From an optimization exercise on the open Yosys and OpenROAD flow, aimed at small area, a short achievable clock period and few clock cycles per item; shortcuts taken in it are not production practice.
In this exercise RTL edits were held to simulation tests only and were not proved equivalent to the original.
Power and IR drop assume default switching activity.

File: config.mk
export PLATFORM = sky130hd
export DESIGN_NAME = blur_mask_top
export DESIGN_NICKNAME = blur_mask_top
export VERILOG_FILES = /design/flow/design.v
export SDC_FILE = /design/flow/constraint.sdc
export NUM_CORES = 4
export LEC_CHECK = 0
export CAP_MARGIN = 20
export CORE_MARGIN = 2
export CORE_UTILIZATION = 40
export SLEW_MARGIN = 20
File: design.v
`timescale 1ns/1ns
`default_nettype none
module frame_memory (
  input  logic      clock,
  input  logic      enable,
  input  logic      write,
  input  logic [7-1:0] address,
  input  logic [8-1:0]    write_data,
  output logic [8-1:0]    read_data
);
  logic [8-1:0] storage [(8 * 16)];
  always_ff @(posedge clock) begin
    if (enable) begin
      if (write) begin
        storage[address] <= write_data;
      end else begin
        read_data <= storage[address];
      end
    end
  end
endmodule
`default_nettype wire
`timescale 1ns/1ns
`default_nettype none
module mem_arbiter (
  input  logic               clock,
  input  logic               reset,
  input  logic               load_req,
  input  logic               load_we,
  input  logic [7-1:0]          load_addr,
  input  logic [8-1:0]             load_wdata,
  output logic               load_gnt,
  output logic [8-1:0]             load_rdata,
  output logic               load_rdata_valid,
  input  logic               fetch_req,
  input  logic               fetch_we,
  input  logic [7-1:0]          fetch_addr,
  input  logic [8-1:0]             fetch_wdata,
  output logic               fetch_gnt,
  output logic [8-1:0]             fetch_rdata,
  output logic               fetch_rdata_valid,
  output logic               mem_enable,
  output logic               mem_write,
  output logic [7-1:0]          mem_address,
  output logic [8-1:0]             mem_write_data,
  input  logic [8-1:0]             mem_read_data
);
  logic [1:0] read_owner;
  assign load_gnt  = load_req;
  assign fetch_gnt = fetch_req && !load_req;
  always_comb begin
    mem_enable = load_gnt || fetch_gnt;
    if (load_gnt) begin
      mem_write      = load_we;
      mem_address    = load_addr;
      mem_write_data = load_wdata;
    end else begin
      mem_write      = fetch_gnt && fetch_we;
      mem_address    = fetch_addr;
      mem_write_data = fetch_wdata;
    end
  end
  always_ff @(posedge clock) begin
    if (reset) begin
      read_owner <= 2'd0;
    end else if (load_gnt && !load_we) begin
      read_owner <= 2'd1;
    end else if (fetch_gnt && !fetch_we) begin
      read_owner <= 2'd2;
    end else begin
      read_owner <= 2'd0;
    end
  end
  assign load_rdata        = mem_read_data;
  assign fetch_rdata       = mem_read_data;
  assign load_rdata_valid  = (read_owner == 2'd1);
  assign fetch_rdata_valid = (read_owner == 2'd2);
endmodule
`default_nettype wire
`timescale 1ns/1ns
`default_nettype none
module pixel_loader (
  input  logic           clock,
  input  logic           reset,
  input  logic           pix_write,
  input  logic [4-1:0]       pix_col,
  input  logic [3-1:0]       pix_row,
  input  logic [3*8-1:0]           pix_rgb,
  output logic           mem_req,
  output logic           mem_we,
  output logic [7-1:0]      mem_addr,
  output logic [8-1:0]         mem_wdata,
  input  logic           mem_gnt
);
  logic [8-1:0] red;
  logic [8-1:0] green;
  logic [8-1:0] blue;
  logic [8-1:0] grey;
  assign red   = pix_rgb[3*8-1:2*8];
  assign green = pix_rgb[2*8-1:8];
  assign blue  = pix_rgb[8-1:0];
  assign grey = (red >> 2) + (green >> 1) + (blue >> 2);
  always_ff @(posedge clock) begin
    if (reset) begin
      mem_req <= 1'b0;
    end else if (pix_write) begin
      mem_req <= 1'b1;
    end else if (mem_gnt) begin
      mem_req <= 1'b0;
    end
  end
  always_ff @(posedge clock) begin
    if (pix_write) begin
      mem_addr  <= {pix_col, pix_row};
      mem_wdata <= grey;
    end
  end
  assign mem_we = 1'b1;
endmodule
`default_nettype wire
`timescale 1ns/1ns
`default_nettype none
module column_fetch (
  input  logic           clock,
  input  logic           reset,
  input  logic           start,
  output logic           busy,
  output logic           mem_req,
  output logic           mem_we,
  output logic [7-1:0]      mem_addr,
  output logic [8-1:0]         mem_wdata,
  input  logic           mem_gnt,
  input  logic [8-1:0]         mem_rdata,
  input  logic           mem_rdata_valid,
  output logic [8*8-1:0]        column,
  output logic           column_strobe,
  output logic           column_pad
);
  localparam logic [3-1:0] LAST_ROW = 3'(8 - 1);
  localparam logic [4-1:0] LAST_COL = 4'(16 - 1);
  logic [1:0] state;
  logic [4-1:0]     col;
  logic [3-1:0]     req_row;
  logic [3-1:0]     ret_row;
  logic         read_pending;
  logic         pad;
  assign mem_req   = read_pending;
  assign mem_we    = 1'b0;
  assign mem_wdata = '0;
  assign mem_addr  = {col, req_row};
  always_ff @(posedge clock) begin
    if (reset) begin
      state        <= 2'd0;
      col          <= '0;
      req_row      <= '0;
      ret_row      <= '0;
      read_pending <= 1'b0;
      pad          <= 1'b0;
    end else begin
      case (state)
        2'd0: begin
          if (start) begin
            state        <= 2'd1;
            col          <= '0;
            req_row      <= '0;
            ret_row      <= '0;
            read_pending <= 1'b1;
            pad          <= 1'b0;
          end
        end
        2'd1: begin
          if (mem_req && mem_gnt) begin
            if (req_row == LAST_ROW) begin
              read_pending <= 1'b0;
            end else begin
              req_row <= req_row + 1'b1;
            end
          end
          if (mem_rdata_valid) begin
            if (ret_row == LAST_ROW) begin
              ret_row <= '0;
              state   <= 2'd2;
            end else begin
              ret_row <= ret_row + 1'b1;
            end
          end
        end
        2'd2: begin
          if (pad) begin
            pad   <= 1'b0;
            state <= 2'd0;
          end else if (col == LAST_COL) begin
            pad <= 1'b1;
          end else begin
            col          <= col + 1'b1;
            req_row      <= '0;
            read_pending <= 1'b1;
            state        <= 2'd1;
          end
        end
        default: state <= 2'd0;
      endcase
    end
  end
  always_ff @(posedge clock) begin
    if (state == 2'd1 && mem_rdata_valid) begin
      column[ret_row*8 +: 8] <= mem_rdata;
    end else if (state == 2'd2 && !pad && col == LAST_COL) begin
      column <= '0;
    end
  end
  assign busy          = (state != 2'd0);
  assign column_strobe = (state == 2'd2);
  assign column_pad    = (state == 2'd2) && pad;
endmodule
`default_nettype wire
`timescale 1ns/1ns
`default_nettype none
module blur_mask_stage (
  input  logic     clock,
  input  logic     reset,
  input  logic [8*8-1:0]  column,
  input  logic     column_strobe,
  input  logic     column_pad,
  output logic     mask_valid,
  output logic [4-1:0] mask_col,
  output logic [8-1:0]    mask_bits,
  output logic     done
);
  localparam int SUM_BITS = 8 + 2;
  logic [8*8-1:0]  left_col;
  logic [8*8-1:0]  centre_col;
  logic     first;
  logic [4-1:0] out_count;
  logic [(8+2)*8-1:0] left_pad;
  logic [(8+2)*8-1:0] centre_pad;
  logic [(8+2)*8-1:0] right_pad;
  logic [SUM_BITS-1:0] blur_sum [8];
  logic [8-1:0] mask_next;
  assign left_pad   = {8'(0), left_col, 8'(0)};
  assign centre_pad = {8'(0), centre_col, 8'(0)};
  assign right_pad  = {8'(0), column, 8'(0)};
  always_comb begin
    for (int r = 1; r <= 8; r++) begin
      blur_sum[r-1] = SUM_BITS'(left_pad[(r-1)*8 +: 8] >> 4) + SUM_BITS'(left_pad[(r)*8 +: 8] >> 3)
                    + SUM_BITS'(left_pad[(r+1)*8 +: 8] >> 4) + SUM_BITS'(centre_pad[(r-1)*8 +: 8] >> 3)
                    + SUM_BITS'(centre_pad[(r)*8 +: 8] >> 2) + SUM_BITS'(centre_pad[(r+1)*8 +: 8] >> 3)
                    + SUM_BITS'(right_pad[(r-1)*8 +: 8] >> 4) + SUM_BITS'(right_pad[(r)*8 +: 8] >> 3)
                    + SUM_BITS'(right_pad[(r+1)*8 +: 8] >> 4);
      mask_next[r-1] = (blur_sum[r-1] > SUM_BITS'(32));
    end
  end
  always_ff @(posedge clock) begin
    if (reset) begin
      first      <= 1'b1;
      out_count  <= '0;
      mask_valid <= 1'b0;
      mask_col   <= '0;
      done       <= 1'b0;
    end else begin
      mask_valid <= column_strobe && !first;
      done       <= column_strobe && !first && column_pad;
      if (column_strobe) begin
        if (first) begin
          first <= 1'b0;
        end else begin
          mask_col  <= out_count;
          out_count <= out_count + 1'b1;
          if (column_pad) begin
            first     <= 1'b1;
            out_count <= '0;
          end
        end
      end
    end
  end
  always_ff @(posedge clock) begin
    if (column_strobe) begin
      left_col   <= first ? '0 : centre_col;
      centre_col <= column;
      mask_bits  <= mask_next;
    end
  end
endmodule
`default_nettype wire
`timescale 1ns/1ns
`default_nettype none
module blur_mask_top (
  input  logic     clock,
  input  logic     reset,
  input  logic     pix_write,
  input  logic [4-1:0] pix_col,
  input  logic [3-1:0] pix_row,
  input  logic [3*8-1:0]     pix_rgb,
  input  logic     start,
  output logic     busy,
  output logic     mask_valid,
  output logic [4-1:0] mask_col,
  output logic [8-1:0]    mask_bits,
  output logic     done
);
  logic      load_req, load_we, load_gnt, load_rdata_valid;
  logic [7-1:0] load_addr;
  logic [8-1:0]    load_wdata, load_rdata;
  logic      fetch_req, fetch_we, fetch_gnt, fetch_rdata_valid;
  logic [7-1:0] fetch_addr;
  logic [8-1:0]    fetch_wdata, fetch_rdata;
  logic      mem_enable;
  logic      mem_write;
  logic [7-1:0] mem_address;
  logic [8-1:0]    mem_write_data;
  logic [8-1:0]    mem_read_data;
  logic [8*8-1:0]   column;
  logic      column_strobe;
  logic      column_pad;
  pixel_loader loader_i (
    .clock     (clock),
    .reset     (reset),
    .pix_write (pix_write),
    .pix_col   (pix_col),
    .pix_row   (pix_row),
    .pix_rgb   (pix_rgb),
    .mem_req   (load_req),
    .mem_we    (load_we),
    .mem_addr  (load_addr),
    .mem_wdata (load_wdata),
    .mem_gnt   (load_gnt)
  );
  column_fetch fetch_i (
    .clock         (clock),
    .reset         (reset),
    .start         (start),
    .busy          (busy),
    .mem_req       (fetch_req),
    .mem_we        (fetch_we),
    .mem_addr      (fetch_addr),
    .mem_wdata     (fetch_wdata),
    .mem_gnt       (fetch_gnt),
    .mem_rdata     (fetch_rdata),
    .mem_rdata_valid (fetch_rdata_valid),
    .column        (column),
    .column_strobe (column_strobe),
    .column_pad    (column_pad)
  );
  mem_arbiter arbiter_i (
    .clock          (clock),
    .reset          (reset),
    .load_req          (load_req),
    .load_we           (load_we),
    .load_addr         (load_addr),
    .load_wdata        (load_wdata),
    .load_gnt          (load_gnt),
    .load_rdata        (load_rdata),
    .load_rdata_valid  (load_rdata_valid),
    .fetch_req         (fetch_req),
    .fetch_we          (fetch_we),
    .fetch_addr        (fetch_addr),
    .fetch_wdata       (fetch_wdata),
    .fetch_gnt         (fetch_gnt),
    .fetch_rdata       (fetch_rdata),
    .fetch_rdata_valid (fetch_rdata_valid),
    .mem_enable     (mem_enable),
    .mem_write      (mem_write),
    .mem_address    (mem_address),
    .mem_write_data (mem_write_data),
    .mem_read_data  (mem_read_data)
  );
  frame_memory memory_i (
    .clock      (clock),
    .enable     (mem_enable),
    .write      (mem_write),
    .address    (mem_address),
    .write_data (mem_write_data),
    .read_data  (mem_read_data)
  );
  blur_mask_stage stage_i (
    .clock         (clock),
    .reset         (reset),
    .column        (column),
    .column_strobe (column_strobe),
    .column_pad    (column_pad),
    .mask_valid    (mask_valid),
    .mask_col      (mask_col),
    .mask_bits     (mask_bits),
    .done          (done)
  );
endmodule
`default_nettype wire
File: constraint.sdc
create_clock -name core_clock -period 6.0 [get_ports {clock}]
set_input_delay 1.2000 -clock core_clock [delete_from_list [all_inputs] [get_ports {clock}]]
set_output_delay 1.2000 -clock core_clock [all_outputs]
set_load 0.01 [all_outputs]
File: run.sh
#!/bin/bash
# synth_recipe.tcl (not shown) runs the flow's synth.tcl, then flattens the netlist and writes it again
# the make line also repeats each setting of config.mk as NAME=value (left out here)
make -C /OpenROAD-flow-scripts/flow DESIGN_CONFIG=/design/flow/config.mk WORK_HOME=/design/flow/orfs CLKGATE_MAP_FILE= SYNTH_SCRIPT=/design/flow/synth_recipe.tcl finish
==> results.txt <==
----------------------------------------------------
[Route]
  1st-pass router iterations ... 5
  DRT Wirelength ... 107000 µm
  Final routed DRC violation total ... 0
  Drt wl/cell ... 23.3 µm
  DR vias ... 25400
  Number of vias per cell after detailed routing ... 5.51
  ANT nets after route ... 0
  Iteration-0 DRC Markers ... 2078

[Hold path]
  Number of stages on the worst hold path ... 0
  End of the worst hold path ... stage_i.centre_col[2]
  Hold crit path type ... flip-flop to flip-flop
  HP Start ... fetch_i.column[2]

[Setup path]
  Worst EP arrival ... 6.03 ns
  Number of cells on the worst reg-to-reg path ... 20
  Reg2reg start ... stage_i.left_col[20]
  Reg-to-reg endpoint ... stage_i.mask_bits[3]
  R2R Setup Slk ... 0.38 ns
  Biggest fanout along the worst timing path ... 5
  Worst Setup End Kind ... flip-flop
  Type of element launching the critical path ... flip-flop
  Required time at the worst-slack endpoint ... 6.41 ns
  Kind of critical path ... flip-flop to flip-flop

[GRT]
  Number of global-route vias before repair ... 25500
  M3 GR Usage ... 3.03%
  Overflow left after global routing ... 0
  Pin count of the biggest net entering global routing ... 79
  Met2 Resource Use GR ... 30.2%
  Antenna violations before repair ... 2
  All-Layer GR Usage ... 18.7%
  Most heavily used metal layer in global routing ... met2
  Wire length of the first global-routing pass ... 163000 µm
  Met1 usage ... 26.1%

[Placed design]
  IO Port Bufs ... 44
  Placed cell count ... 4434
  Routability-driven placement congestion ratio ... 0.823
  Instance area at placement ... 0.0466 mm²
  Placed wire-length estimate after detailed placement ... 67800 µm

[STA]
  RSZ-0062 raised after global routing ... no
  Relative slew margins ... 23.3%
  Achievable frequency ... 0.178 GHz
  Max Transition Viols Final ... 0
  Final critical delay including setup and external delays ... 5.62 ns
  Final worst clock skew ... 0.0497 ns
  Tightest Pin Transition ... 1.14 ns
  Endpoints failing setup ... 0
  Portion of the clock cycle consumed by the worst path in the final layout ... 93.7%
  Aggregate negative setup slack ... 0 ns
  Endpoints failing hold ... 0
  Final hold slack ... 0.457 ns

[Clock tree]
  Total number of clock tree sinks ... 958
  TritonCTS clock tree ... built
  Clock latency at the later pin of the worst-skew pair ... 0.71 ns
  Number of hold buffers added after CTS ... 0
  Maximum level of the CTS H-tree ... 3
  Number of buffers between clock root and the deepest sink ... 3
  TritonCTS buffer count ... 100
  Reg clk slew, reported paths ... 0.06 ns
  Setup Buffers After CTS ... 0
  # resized after CTS ... 0
  Clock Root Buffer ... clkbuf_16

[Final layout]
  Layout Cells excl Fill ... 4614
  Syn-to-layout area delta ... 11.8%
  Nets ... 3458
  Post-route cell area ... 0.0500 mm²
  Proportion of layout cells with a drive suffix above 1 ... 7.10%
  Number of antenna cells inserted ... 0

[Floorplanning]
  Die H ... 338 µm
  Std-Cell Core Area ... 0.111 mm²
  Total Die Area ... 0.114 mm²
  Number of rows in the core area ... 122
  # IOs ... 50
  Starting Density ... 40.4%
  Floorplan die width ... 338 µm

[Synthesis]
  Cell Area, Synth ... 0.0447 mm²
  Synth top cells by count ... 931 x edfxtp_1, 391 x a22oi_1, 311 x inv_1
  Post-synthesis cell type with the largest combined area ... edfxtp_1
  Number of distinct library cell variants in the gate-level netlist after synthesis ... 62
  Share of Yosys cell area claimed by the top area cell type ... 62.6%
  Post-synthesis sequential area ratio ... 63.8%
  Most frequent cell after synthesis ... edfxtp_1
  Post-Synthesis Net Count ... 3411
  Share of synthesized flip-flops with an asynchronous set or reset ... 0%
  Instance count of the mapped netlist ... 3001
  Yosys warnings ... 6
  Flip-flop and latch count after synthesis ... 958
  Post-synth EDFFs ... 931
  Syn_area_per_cell ... 14.9 µm²
  Main flop type after synthesis ... edfxtp_1
  Cell types occupying the most area after synthesis ... edfxtp_1 63%, fa_1 9.6%, a22oi_1 6.6%

[Job]
  Max Cap Viol ... 0

[Power]
  IR drop worst, VDD ... 0.364 mV
  Static Leakage ... 17.1 nW
  Power per standard cell area ... 292 mW/mm²

[Status]
  Outcome ... no timing/DRC/antenna violations

----------------------------------------------------
## registers in the layout, summed over array words and instances (netlist names)
| signal | cells |
|---|---|
| memory_i.storage | 768 |
| fetch_i.column | 48 |
| stage_i.centre_col | 48 |
| stage_i.left_col | 40 |
| stage_i.mask_bits | 8 |
| loader_i.mem_addr | 7 |
| loader_i.mem_wdata | 6 |
| memory_i.read_data | 6 |
| fetch_i.col | 4 |
| stage_i.mask_col | 4 |
| stage_i.out_count | 4 |
| fetch_i.req_row | 3 |
| fetch_i.ret_row | 3 |
| fetch_i.state | 2 |
| arbiter_i.read_owner | 1 |
| fetch_i.pad | 1 |
| fetch_i.read_pending | 1 |
| loader_i.mem_req | 1 |
| stage_i.done | 1 |
| stage_i.first | 1 |
| stage_i.mask_valid | 1 |
## routing by layer
metal / part of all wire, % / wire (µm)
met5: 0.010 / 11
met4: 2.5 / 2690
met3: 6.4 / 6830
met2: 48 / 51100
met1: 44 / 46800
## worst max path at each step
stage / start / to
after floorplan: stage_i.left_col[20] / stage_i.mask_bits[3]
after global placement: stage_i.left_col[20] / stage_i.mask_bits[3]
after detailed placement: stage_i.left_col[20] / stage_i.mask_bits[3]
after CTS: stage_i.left_col[20] / stage_i.mask_bits[3]
after global routing: stage_i.left_col[20] / stage_i.mask_bits[3]
final: stage_i.left_col[20] / stage_i.mask_bits[3]
## layout by cell type, fill, tap and decap left out, types with 9 or more instances in the layout
cell type / synthesis / final
clkinv_2: 0 / 17
or4_1: 15 / 15
a41oi_1: 84 / 84
edfxtp_1: 931 / 931
nand2b_1: 19 / 19
a21o_1: 25 / 25
dfxtp_1: 27 / 25
fa_1: 214 / 214
nor2_1: 235 / 235
a21oi_1: 57 / 57
bufinv_16: 0 / 12
nor3_1: 9 / 9
clkbuf_1: 66 / 14
clkdlybuf4s50_1: 0 / 44
xnor2_1: 26 / 26
xor2_1: 13 / 13
o21ai_0: 20 / 20
nand3_1: 15 / 15
nor2b_1: 43 / 43
mux2i_1: 31 / 30
a31oi_1: 12 / 12
ha_1: 161 / 161
clkinv_1: 0 / 21
inv_1: 311 / 310
nor4_1: 16 / 16
a22oi_1: 391 / 391
buf_4: 16 / 45
clkbuf_16: 0 / 102
o22ai_1: 22 / 22
nand2_1: 68 / 67
## stage by stage
stage                     total power, W  util (%)  worst slack [ns]
after floorplan                  0.00813         -             0.759
after global placement           0.00842      42.1             0.452
after detailed placement         0.00843      42.1             0.410
after CTS                         0.0147      45.2             0.403
after global routing              0.0150      45.2            0.0922
final                             0.0146      45.2             0.376
## report_power, final
group	switching, W	internal (W)	total (W)
sequential	0.0000351	0.00743	0.00746
clock	0.00266	0.00364	0.00630
combinational	0.000568	0.000259	0.000827
## area by class of cell
class                      instances  area, µm²
fill                            9727      60700
sequential                       958      28500
multi-input combinational       1587      14300
clock buffer                     116       2610
tap                             1488       1860
inverter                         311       1170
timing repair buffer              90        798
clock inverter                    64        737
## worst max-delay path: stages (launching register included)
cell,delay (ns)
edfxtp_1,0.49
ha_1,0.27
fa_1,0.42
xor2_1,0.17
fa_1,0.48
inv_1,0.05
fa_1,0.52
inv_1,0.05
fa_1,0.53
inv_1,0.06
fa_1,0.52
inv_1,0.04
ha_1,0.21
fa_1,0.44
nor4_1,0.36
o21ai_0,0.21
o22a_1,0.22
nor2_1,0.09
a21oi_1,0.05
o32ai_1,0.13
nand2_1,0.07
## cell families (layout without fill, tap and decap cells)
group / Yosys count / count (layout) / share of synthesized area, %
compound gates: 671 / 671 / 11.2
xor+xnor: 39 / 39 / 0.764
fa+ha+maj: 375 / 375 / 14.1
buf+inv: 456 / 581 / 4.40
flops: 958 / 958 / 63.8
mux: 33 / 33 / 0.745
simple gates: 469 / 469 / 4.99
Testbench counts, summed over its fixed seeds: cycles 13,920, frames 48.

-- separate check: timing with driven ports --
In the flow no input, the clock included, has a driving cell. The finished layout below was timed again as built, in two steps. Step 1 assumes that a clkbuf_16 drives the clock port and a buf_2 every other input. Step 2 also shifts input and output timing later by t, the mid clock arrival at the registers, as if the neighbouring blocks saw the same clock. Slacks: no drivers / after step 1 / after step 2; pairs: no drivers / after step 1.
shift t [ns]: 0.749
setup WS [ns]: 0.376 / 0.376 / 0.376
worst setup path at the end: register to register
slew at the worst register clock pin (ns): 0.07 / 0.07
worst data-port slew with drivers (ns): 0.12
After both steps this run still meets setup and hold. The setup slack of this run moves by 0.000 ns with the drivers and by 0.000 ns with both steps.
